Background: an optimization exercise with open tools, aiming at small area, a short achievable clock period and few clock cycles per item. Do not read the settings as production practice. The RTL was checked by simulation tests, not by an equivalence proof against the original design. Power figures rest on the tool's default switching activity, not on a simulated workload.

==> flow/design.v <==
package exec_pkg;
    localparam int DATA_WIDTH = 64;
    localparam int ADDR_WIDTH = 64;
    localparam int REG_ADDR_W = 5;
    typedef enum logic [3:0] {
        ALU_ADD  = 4'b0000,
        ALU_SUB  = 4'b0001,
        ALU_SLL  = 4'b0010,
        ALU_SLT  = 4'b0011,
        ALU_SLTU = 4'b0100,
        ALU_XOR  = 4'b0101,
        ALU_SRL  = 4'b0110,
        ALU_SRA  = 4'b0111,
        ALU_OR   = 4'b1000,
        ALU_AND  = 4'b1001
    } alu_op_e;
    typedef enum logic [2:0] {
        BR_EQ  = 3'd0,
        BR_NE  = 3'd1,
        BR_LT  = 3'd4,
        BR_GE  = 3'd5,
        BR_LTU = 3'd6,
        BR_GEU = 3'd7
    } branch_cond_e;
    typedef struct packed {
        logic [ADDR_WIDTH-1:0] pc;
        logic [DATA_WIDTH-1:0] rs1_data;
        logic [DATA_WIDTH-1:0] rs2_data;
        logic [DATA_WIDTH-1:0] imm_ext;
        logic [REG_ADDR_W-1:0] rd_addr;
        alu_op_e               alu_op;
        branch_cond_e          func3;
        logic                  alu_src;
        logic                  branch;
        logic                  jump;
        logic                  pc_target_src;
        logic                  reg_we;
        logic                  mem_we;
    } uop_t;
    typedef struct packed {
        logic [DATA_WIDTH-1:0] alu_result;
        logic [DATA_WIDTH-1:0] write_data;
        logic [ADDR_WIDTH-1:0] pc_plus4;
        logic [ADDR_WIDTH-1:0] pc_target;
        logic [REG_ADDR_W-1:0] rd_addr;
        logic                  pc_src;
        logic                  reg_we;
        logic                  mem_we;
    } exec_result_t;
    localparam int RES_W = 2*DATA_WIDTH + 2*ADDR_WIDTH + REG_ADDR_W + 3;
endpackage
module alu (
    input  exec_pkg::alu_op_e                i_alu_op,
    input  logic [exec_pkg::DATA_WIDTH-1:0]  i_src_1,
    input  logic [exec_pkg::DATA_WIDTH-1:0]  i_src_2,
    output logic [exec_pkg::DATA_WIDTH-1:0]  o_alu_result,
    output logic                             o_zero_flag,
    output logic                             o_lt_flag,
    output logic                             o_ltu_flag
);
    localparam int DW      = exec_pkg::DATA_WIDTH;
    localparam int SHAMT_W = $clog2(DW);
    logic [SHAMT_W-1:0] s_shamt;
    logic [DW-1:0]      s_sum;
    logic [DW-1:0]      s_diff;
    assign s_shamt = i_src_2[SHAMT_W-1:0];
    assign s_sum   = i_src_1 + i_src_2;
    assign s_diff  = i_src_1 - i_src_2;
    assign o_lt_flag  = $signed(i_src_1) < $signed(i_src_2);
    assign o_ltu_flag = i_src_1 < i_src_2;
    always_comb begin
        case (i_alu_op)
            exec_pkg::ALU_ADD: begin
                o_alu_result = s_sum;
            end
            exec_pkg::ALU_SUB: begin
                o_alu_result = s_diff;
            end
            exec_pkg::ALU_SLL: begin
                o_alu_result = i_src_1 << s_shamt;
            end
            exec_pkg::ALU_SLT: begin
                o_alu_result = {{(DW-1){1'b0}}, o_lt_flag};
            end
            exec_pkg::ALU_SLTU: begin
                o_alu_result = {{(DW-1){1'b0}}, o_ltu_flag};
            end
            exec_pkg::ALU_XOR: begin
                o_alu_result = i_src_1 ^ i_src_2;
            end
            exec_pkg::ALU_SRL: begin
                o_alu_result = i_src_1 >> s_shamt;
            end
            exec_pkg::ALU_SRA: begin
                o_alu_result = $signed(i_src_1) >>> s_shamt;
            end
            exec_pkg::ALU_OR: begin
                o_alu_result = i_src_1 | i_src_2;
            end
            exec_pkg::ALU_AND: begin
                o_alu_result = i_src_1 & i_src_2;
            end
            default: begin
                o_alu_result = '0;
            end
        endcase
    end
    assign o_zero_flag = (o_alu_result == '0);
endmodule
module exec_lane (
    input  logic                   i_clk,
    input  logic                   i_rst,
    input  logic                   i_valid,
    input  exec_pkg::uop_t         i_uop,
    output logic                   o_ready,
    input  logic                   i_take,
    output logic                   o_valid,
    output exec_pkg::exec_result_t o_res
);
    localparam int DW = exec_pkg::DATA_WIDTH;
    localparam int AW = exec_pkg::ADDR_WIDTH;
    logic [DW-1:0]          s_src_b;
    logic [DW-1:0]          s_alu_result;
    logic                   s_zero_flag;
    logic                   s_lt_flag;
    logic                   s_ltu_flag;
    logic [AW-1:0]          s_pc_plus_imm;
    logic [AW-1:0]          s_alu_target;
    logic                   s_cond;
    logic                   s_load;
    exec_pkg::exec_result_t s_res;
    exec_pkg::exec_result_t r_res;
    logic                   r_valid;
    assign s_src_b = i_uop.alu_src ? i_uop.imm_ext : i_uop.rs2_data;
    alu alu_i (
        .i_alu_op     (i_uop.alu_op),
        .i_src_1      (i_uop.rs1_data),
        .i_src_2      (s_src_b),
        .o_alu_result (s_alu_result),
        .o_zero_flag  (s_zero_flag),
        .o_lt_flag    (s_lt_flag),
        .o_ltu_flag   (s_ltu_flag)
    );
    assign s_pc_plus_imm = i_uop.pc + AW'(i_uop.imm_ext);
    assign s_alu_target  = {s_alu_result[AW-1:1], 1'b0};
    always_comb begin
        case (i_uop.func3)
            exec_pkg::BR_EQ:  s_cond = s_zero_flag;
            exec_pkg::BR_NE:  s_cond = ~s_zero_flag;
            exec_pkg::BR_LT:  s_cond = s_lt_flag;
            exec_pkg::BR_GE:  s_cond = ~s_lt_flag;
            exec_pkg::BR_LTU: s_cond = s_ltu_flag;
            exec_pkg::BR_GEU: s_cond = ~s_ltu_flag;
            default:          s_cond = 1'b0;
        endcase
    end
    always_comb begin
        s_res.alu_result = s_alu_result;
        s_res.write_data = i_uop.rs2_data;
        s_res.pc_plus4   = i_uop.pc + AW'(4);
        s_res.pc_target  = i_uop.pc_target_src ? s_alu_target : s_pc_plus_imm;
        s_res.rd_addr    = i_uop.rd_addr;
        s_res.pc_src     = i_uop.jump | (i_uop.branch & s_cond);
        s_res.reg_we     = i_uop.reg_we;
        s_res.mem_we     = i_uop.mem_we;
    end
    assign o_ready = ~r_valid | i_take;
    assign s_load  = i_valid & o_ready;
    always_ff @(posedge i_clk) begin
        if (i_rst) begin
            r_valid <= 1'b0;
        end else if (s_load) begin
            r_valid <= 1'b1;
        end else if (i_take) begin
            r_valid <= 1'b0;
        end
    end
    always_ff @(posedge i_clk) begin
        if (s_load) begin
            r_res <= s_res;
        end
    end
    assign o_valid = r_valid;
    assign o_res   = r_res;
endmodule
module dispatch_unit #(
    parameter int NUM_LANES = 4
) (
    input  logic                 i_clk,
    input  logic                 i_rst,
    input  logic                 i_uop_valid,
    input  exec_pkg::uop_t       i_uop,
    output logic                 o_uop_ready,
    output logic [NUM_LANES-1:0] o_lane_valid,
    output exec_pkg::uop_t       o_lane_uop,
    input  logic [NUM_LANES-1:0] i_lane_ready
);
    localparam int PTR_W = $clog2(NUM_LANES);
    logic [PTR_W-1:0] r_ptr;
    logic             s_xfer;
    always_comb begin
        o_lane_valid        = '0;
        o_lane_valid[r_ptr] = i_uop_valid;
    end
    assign o_lane_uop  = i_uop;
    assign o_uop_ready = i_lane_ready[r_ptr];
    assign s_xfer      = i_uop_valid & o_uop_ready;
    always_ff @(posedge i_clk) begin
        if (i_rst) begin
            r_ptr <= '0;
        end else if (s_xfer) begin
            if (r_ptr == PTR_W'(NUM_LANES - 1)) begin
                r_ptr <= '0;
            end else begin
                r_ptr <= r_ptr + 1'b1;
            end
        end
    end
endmodule
module result_merger #(
    parameter int NUM_LANES = 4
) (
    input  logic                                   i_clk,
    input  logic                                   i_rst,
    input  logic [NUM_LANES-1:0]                   i_lane_valid,
    input  logic [NUM_LANES-1:0][exec_pkg::RES_W-1:0] i_lane_res,
    output logic [NUM_LANES-1:0]                   o_lane_take,
    output logic                                   o_res_valid,
    output exec_pkg::exec_result_t                 o_res,
    input  logic                                   i_res_ready
);
    localparam int PTR_W = $clog2(NUM_LANES);
    logic [PTR_W-1:0] r_ptr;
    logic             s_xfer;
    assign o_res_valid = i_lane_valid[r_ptr];
    assign o_res       = i_lane_res[r_ptr];
    assign s_xfer      = o_res_valid & i_res_ready;
    always_comb begin
        o_lane_take        = '0;
        o_lane_take[r_ptr] = s_xfer;
    end
    always_ff @(posedge i_clk) begin
        if (i_rst) begin
            r_ptr <= '0;
        end else if (s_xfer) begin
            if (r_ptr == PTR_W'(NUM_LANES - 1)) begin
                r_ptr <= '0;
            end else begin
                r_ptr <= r_ptr + 1'b1;
            end
        end
    end
endmodule
module exec_cluster #(
    parameter int NUM_LANES = 4
) (
    input  logic        i_clk,
    input  logic        i_rst,
    input  logic        i_uop_valid,
    input  logic [63:0] i_pc,
    input  logic [63:0] i_rs1_data,
    input  logic [63:0] i_rs2_data,
    input  logic [63:0] i_imm_ext,
    input  logic [4:0]  i_rd_addr,
    input  logic [3:0]  i_alu_op,
    input  logic [2:0]  i_func3,
    input  logic        i_alu_src,
    input  logic        i_branch,
    input  logic        i_jump,
    input  logic        i_pc_target_src,
    input  logic        i_reg_we,
    input  logic        i_mem_we,
    output logic        o_uop_ready,
    output logic        o_res_valid,
    output logic [63:0] o_alu_result,
    output logic [63:0] o_write_data,
    output logic [63:0] o_pc_plus4,
    output logic [63:0] o_pc_target,
    output logic [4:0]  o_rd_addr,
    output logic        o_pc_src,
    output logic        o_reg_we,
    output logic        o_mem_we,
    input  logic        i_res_ready
);
    exec_pkg::uop_t         s_uop;
    exec_pkg::exec_result_t s_res;
    always_comb begin
        s_uop.pc            = i_pc;
        s_uop.rs1_data      = i_rs1_data;
        s_uop.rs2_data      = i_rs2_data;
        s_uop.imm_ext       = i_imm_ext;
        s_uop.rd_addr       = i_rd_addr;
        s_uop.alu_op        = exec_pkg::alu_op_e'(i_alu_op);
        s_uop.func3         = exec_pkg::branch_cond_e'(i_func3);
        s_uop.alu_src       = i_alu_src;
        s_uop.branch        = i_branch;
        s_uop.jump          = i_jump;
        s_uop.pc_target_src = i_pc_target_src;
        s_uop.reg_we        = i_reg_we;
        s_uop.mem_we        = i_mem_we;
    end
    assign o_alu_result = s_res.alu_result;
    assign o_write_data = s_res.write_data;
    assign o_pc_plus4   = s_res.pc_plus4;
    assign o_pc_target  = s_res.pc_target;
    assign o_rd_addr    = s_res.rd_addr;
    assign o_pc_src     = s_res.pc_src;
    assign o_reg_we     = s_res.reg_we;
    assign o_mem_we     = s_res.mem_we;
    logic [NUM_LANES-1:0]                   s_lane_in_valid;
    exec_pkg::uop_t                         s_lane_uop;
    logic [NUM_LANES-1:0]                   s_lane_ready;
    logic [NUM_LANES-1:0]                   s_lane_out_valid;
    logic [NUM_LANES-1:0][exec_pkg::RES_W-1:0] s_lane_res;
    logic [NUM_LANES-1:0]                   s_lane_take;
    dispatch_unit #(
        .NUM_LANES (NUM_LANES)
    ) dispatch_i (
        .i_clk        (i_clk),
        .i_rst        (i_rst),
        .i_uop_valid  (i_uop_valid),
        .i_uop        (s_uop),
        .o_uop_ready  (o_uop_ready),
        .o_lane_valid (s_lane_in_valid),
        .o_lane_uop   (s_lane_uop),
        .i_lane_ready (s_lane_ready)
    );
    for (genvar g = 0; g < NUM_LANES; g++) begin : g_lane
        exec_lane lane_i (
            .i_clk   (i_clk),
            .i_rst   (i_rst),
            .i_valid (s_lane_in_valid[g]),
            .i_uop   (s_lane_uop),
            .o_ready (s_lane_ready[g]),
            .i_take  (s_lane_take[g]),
            .o_valid (s_lane_out_valid[g]),
            .o_res   (s_lane_res[g])
        );
    end
    result_merger #(
        .NUM_LANES (NUM_LANES)
    ) merger_i (
        .i_clk        (i_clk),
        .i_rst        (i_rst),
        .i_lane_valid (s_lane_out_valid),
        .i_lane_res   (s_lane_res),
        .o_lane_take  (s_lane_take),
        .o_res_valid  (o_res_valid),
        .o_res        (s_res),
        .i_res_ready  (i_res_ready)
    );
endmodule
==> flow/run.sh <==
#!/bin/bash
# synth_recipe.tcl (not shown) runs the flow's synth.tcl, then flattens the netlist and writes it again
# the make line also repeats each setting of config.mk as NAME=value (left out here)
make -C /OpenROAD-flow-scripts/flow DESIGN_CONFIG=/design/flow/config.mk WORK_HOME=/design/flow/orfs CLKGATE_MAP_FILE= SYNTH_SCRIPT=/design/flow/synth_recipe.tcl finish
==> flow/config.mk <==
export PLATFORM = sky130hd
export DESIGN_NAME = exec_cluster
export DESIGN_NICKNAME = exec_cluster
export VERILOG_FILES = /design/flow/design.v
export SDC_FILE = /design/flow/constraint.sdc
export NUM_CORES = 4
export LEC_CHECK = 0
export CAP_MARGIN = 20
export CORE_MARGIN = 2
export CORE_UTILIZATION = 40
export SETUP_SLACK_MARGIN = 0.4
export SLEW_MARGIN = 20
==> flow/constraint.sdc <==
create_clock -name core_clock -period 7.0 [get_ports {i_clk}]
set_input_delay 1.4000 -clock core_clock [delete_from_list [all_inputs] [get_ports {i_clk}]]
set_output_delay 1.4000 -clock core_clock [all_outputs]
set_load 0.01 [all_outputs]
==> run notes <==
## registers in the layout, summed over array words and instances, names as in the netlist
| name | flops |
|---|---|
| dispatch_i.r_ptr | 2 |
| merger_i.r_ptr | 2 |
| g_lane.lane_i.r_res | 1056 |
| g_lane.lane_i.r_valid | 4 |
## worst min-delay path by stage
stage                               endpoint  slack (ns)  cells past startpoint
detailed placement       dispatch_i.r_ptr[0]        0.53                      2
global placement         dispatch_i.r_ptr[0]        0.51                      2
CTS                      dispatch_i.r_ptr[0]        0.54                      2
finish                   dispatch_i.r_ptr[0]        0.54                      2
global route        g_lane[1].lane_i.r_valid        0.61                      2
floorplan                dispatch_i.r_ptr[0]        0.49                      2
## what timing repair did
action,in CTS,in global routing
gates cloned,3,2
pin swaps,14,36
hold endpoints to repair,0,0
endpoints found under the setup margin,4,5
buffers inserted,24,11
gates resized for setup,77,138
hold buffers,0,0
## cell families (layout without fill, tap and decap cells)
kind of cell | Yosys count | count (layout)
AOI/OAI and AO/OA | 1444 | 1444
and+or+nand+nor | 1326 | 1326
DFF | 1064 | 1064
muxes | 611 | 611
buffers and inverters | 583 | 2629
adders and majority gates | 265 | 265
xor gates and xnor gates | 140 | 140
other | 0 | 9
## cell usage in the layout (no fill, tap or decap), types with 109 or more instances in the layout
master              n
nand3_1           113
nand2_1           402
clkdlybuf4s50_1   524
buf_4            1552
clkbuf_16         109
mux2i_1           210
edfxtp_1         1056
ha_1              253
a21oi_1           370
mux4_2            358
o21ai_0           224
nor2_1            373
inv_1             236
## per-stage QoR
stage / setup TNS [ns] / hold slack (ns)
final: 0 / 0.537
after global routing: 0 / 0.609
after CTS: 0 / 0.542
after detailed placement: -5.28 / 0.534
after global placement: -6.18 / 0.509
after floorplan: 0 / 0.487
## Yosys cell counts (all sizes together) (13+ instances only)
cell type / instances / area share [%]
inv: 243 / 1.4
nor2: 379 / 2.2
mux4: 358 / 12
o31ai: 48 / 0.55
nand3: 116 / 0.89
mux2: 16 / 0.28
a311oi: 16 / 0.22
a21o: 87 / 1.0
xor2: 50 / 0.67
and3: 34 / 0.33
a21boi: 13 / 0.15
xnor2: 90 / 1.2
nand2b: 28 / 0.27
and2: 19 / 0.18
ha: 262 / 5.0
a221o: 13 / 0.20
a21oi: 381 / 2.9
o2111ai: 26 / 0.35
o21bai: 37 / 0.43
o221ai: 30 / 0.40
nor2b: 36 / 0.35
or4: 18 / 0.21
buf: 122 / 0.88
a211oi: 72 / 0.83
o21ai: 256 / 2.0
a2111oi: 30 / 0.42
a31oi: 47 / 0.45
a22oi: 39 / 0.45
nor3: 110 / 0.85
o22ai: 89 / 0.86
mux2i: 237 / 3.7
o211ai: 59 / 0.68
nor4: 49 / 0.47
nand4: 60 / 0.58
clkbuf: 217 / 1.3
a221oi: 49 / 0.69
edfxtp: 1056 / 49
o21a: 22 / 0.25
or3: 20 / 0.19
nand2: 406 / 2.3
a211o: 13 / 0.17
## metal layers
metal,global-route usage (%),routed length [µm],vias to the layer above
met3,7.84,32300,680
met5,0,63,-
met2,54.3,135000,3437
li1,-,-,25400
met1,53.3,133000,30000
met4,17.1,17600,10
## layout make-up
class,instances,area share [%]
Multi-Input combinational cell,3786,35.6
Sequential cell,1064,35.3
Timing Repair Buffer,2192,21.1
Clock buffer,125,3.04
Tap cell,2175,3.02
Inverter,244,1.02
Clock inverter,68,0.876
Antenna cell,9,0.0250
## worst register-to-register path: stages (launching register included)
cell     delay [ns]
dfxtp_4        0.84
inv_1          0.11
ha_1           0.37
nor2_1         0.12
nand2_1        0.07
o21ai_0        0.32
nor2b_4        0.49
buf_12         0.50
## power by group through the flow
stage	clock (mW)	combinational, mW	sequential (mW)
after floorplan	0	2.82	7.74
after global placement	0	6.59	7.71
after detailed placement	0	6.59	7.73
after CTS	5.86	6.70	7.60
after global routing	6.10	7.22	7.62
final	5.77	6.95	7.60
==> summary.txt <==
Critical path
  • WS Path Type: primary input to register
  • Worst path depth: 22
  • WP buf/inv: 8
  • Required @ worst endpoint: 7.59 ns
  • CP Capture Point: g_lane[1].lane_i.r_res[2]
  • RR Endpoint: g_lane[0].lane_i.r_res[79]
  • Startpoint type of the worst setup path: primary input
  • Crit-path max FO: 33
  • Worst path slowest cell: or4_4
  • Reg2reg path depth: 7
  • CP most frequent cell: buf_4
  • Worst path top cell family by delay: buffers and inverters
  • FF-to-FF setup slack: 3.52 ns
  • Critical Path End Type: register
  • Setup crit start: i_imm_ext[1]
  • Crit path arrival time: approximately 7 ns
  • Reg-to-reg startpoint: merger_i.r_ptr[1]
  • CP max stage delay: around 0.5 ns
  • Worst-path cell chain: clkdlybuf4s50_1, mux2i_4, buf_4, buf_12, buf_4, mux2i_1, a31oi_1, buf_4, o221ai_1, a21o_1, a221oi_2, buf_4, o221ai_1, nor4_4, nand2b_1, nor4_4, buf_4, nand4_1, buf_4, or4_4, or4_1, nand3_2

Power and ir drop
  • Logic gate share of total power: around a third
  • Sequential power share: between 30% and 40%
  • Tot Pwr: between 20 and 25 mW
  • Leak: 34.6 nW
  • VDD IR max: 0.000203 V
  • Net switching share of the total power: a little under a third
  • Switching power: 6.47 mW
  • P per Cell Area: about 230 nW/µm²
  • Clock Power Share: between 20% and 30%
  • Pint: 13.9 mW

Synthesis
  • Simple-Gate Fraction of Synth Area: under 10%
  • Syn Nets: 5976
  • Post-synthesis adder-cell area fraction: under 10%
  • Ys flop type: edfxtp_1
  • Post-synth EDFFs: between 1000 and 1500
  • Complex-gate fraction of the synthesized area: around 15%
  • Post-Syn Instances: 5433
  • Largest family of logic cells by synthesized area: multiplexers
  • FF+latch count, synth: around 1100
  • Synthesized area: roughly 65000 µm²
  • Post-synth cell types: between 90 and 100
  • Mux share of post-synthesis cell area: 16.3%
  • Syn. warnings: 5
  • Async SR Flop Fraction: 0%
  • Syn avg cell area: ~12 µm²
  • Sequential fraction of the synthesis area: 48.9%
  • Post-synthesis xor/xnor area fraction: between 1.5 and 2%

STA
  • Setup-failing EPs final: 0
  • Final min period: between 6 and 7 ns
  • Fmax: 152 MHz
  • Final max-slew violation count: 0
  • Max_slew headroom: 26.5%
  • Worst-Margin Slew: between 1 and 1.5 ns
  • Hold Vio Cnt, Final: 0
  • RSZ-0062 raised after global routing: false
  • Final Skew: 0.0576 ns
  • Final worst slack: 0.440 ns
  • Fin crit share: between 90% and 100%

Min path
  • Hold WC Path Type: register to register
  • Worst hold start: dispatch_i.r_ptr[0]

Place
  • IO Port Bufs: 543
  • DP Area: approximately 85000 µm²
  • DP Worst Slack: -1.20 ns
  • GP Congestion: between 1 and 1.5
  • Final HPWL from detailed placement: around 250 mm
  • Placed insts: 9421

Finish
  • Layout area overhead: 38.6%
  • Filler cells: 14000
  • Fraction of layout cells with a size suffix above 1: about a third
  • Multi-input gate area: about 32000 µm²
  • Final Instance Area: about 90000 µm²
  • Final Net Count: about 7900
  • Non-filler instance count after layout: about 9700
  • Reg area: roughly 32000 µm²
  • Final core occ: a little under three fifths

Floorplan
  • Chip height: between 400 and 500 µm
  • Row Count: 148
  • Core area: ~160000 µm²
  • Starting Density: around two fifths
  • Die W: 407 µm
  • Die ar.: between 150000 and 200000 µm²
  • I/O pin count: 544

Global route
  • Vias in the first global route: 57800
  • Total Routing Usage GR: ~37%
  • First-pass GRT wire length: roughly 440 mm
  • Antenna violations before repair: 22
  • Gr ovfl total: 0
  • Largest net degree at the start of global routing: approximately 120

Route
  • Routed Antenna Nets: 0
  • Routed len/inst: ~33 µm
  • Drt first pass iters: 6
  • Final wirelength: approximately 320 mm
  • Vias per std cell: roughly 6.2
  • Iter 0 DRT Violations: between 7000 and 8000
  • DR DRC count: 0
  • Vias: between 50000 and 60000

Flow run
  • Max Cap Viol: 0

Clock tree
  • Clock latency (worst-skew pair): between 0.7 and 0.8 ns
  • CTS tree: built
  • Clock tree buffer depth: 3
  • CTS clock-pin slew for the worst setup and hold paths: about 0.060 ns
  • H-Tree Depth: 3
  • CTS Root Cell: clkbuf_16
  • Clock sinks: between 1000 and 1500
  • Total CTS buffers: roughly 110

Outcome
  • Status: no timing/DRC/antenna violations
Testbench counts, summed over its fixed seeds: cycles 13,767, items 12,000.

[re-timing with driven ports]
The results above use ideal ports. As a check the final layout listed here was re-extracted and re-timed, cells and wires unchanged.
Step 1: set_driving_cell puts a clkbuf_16 on i_clk and a buf_2 on each other input, an assumption about the parent block.
Step 2 moves the port delays by t, midway between the first and last clock arrival at a register: inputs arrive t later, outputs are due t later. That takes back most of the time a late clock gives input paths.
Slacks: ideal / step 1 / step 2; pairs: ideal / step 1.
t (ns): 0.822
setup slack, ns: 0.440 / 0.510 / -0.312
clock arrival spread, ns: 0.109 / 0.109
cell pins on the clock port's net: 1
Met with ideal ports but missed after step 2: setup timing in this run. For this run, drivers alone change the setup slack by +0.070 ns; drivers and shift together by -0.752 ns.
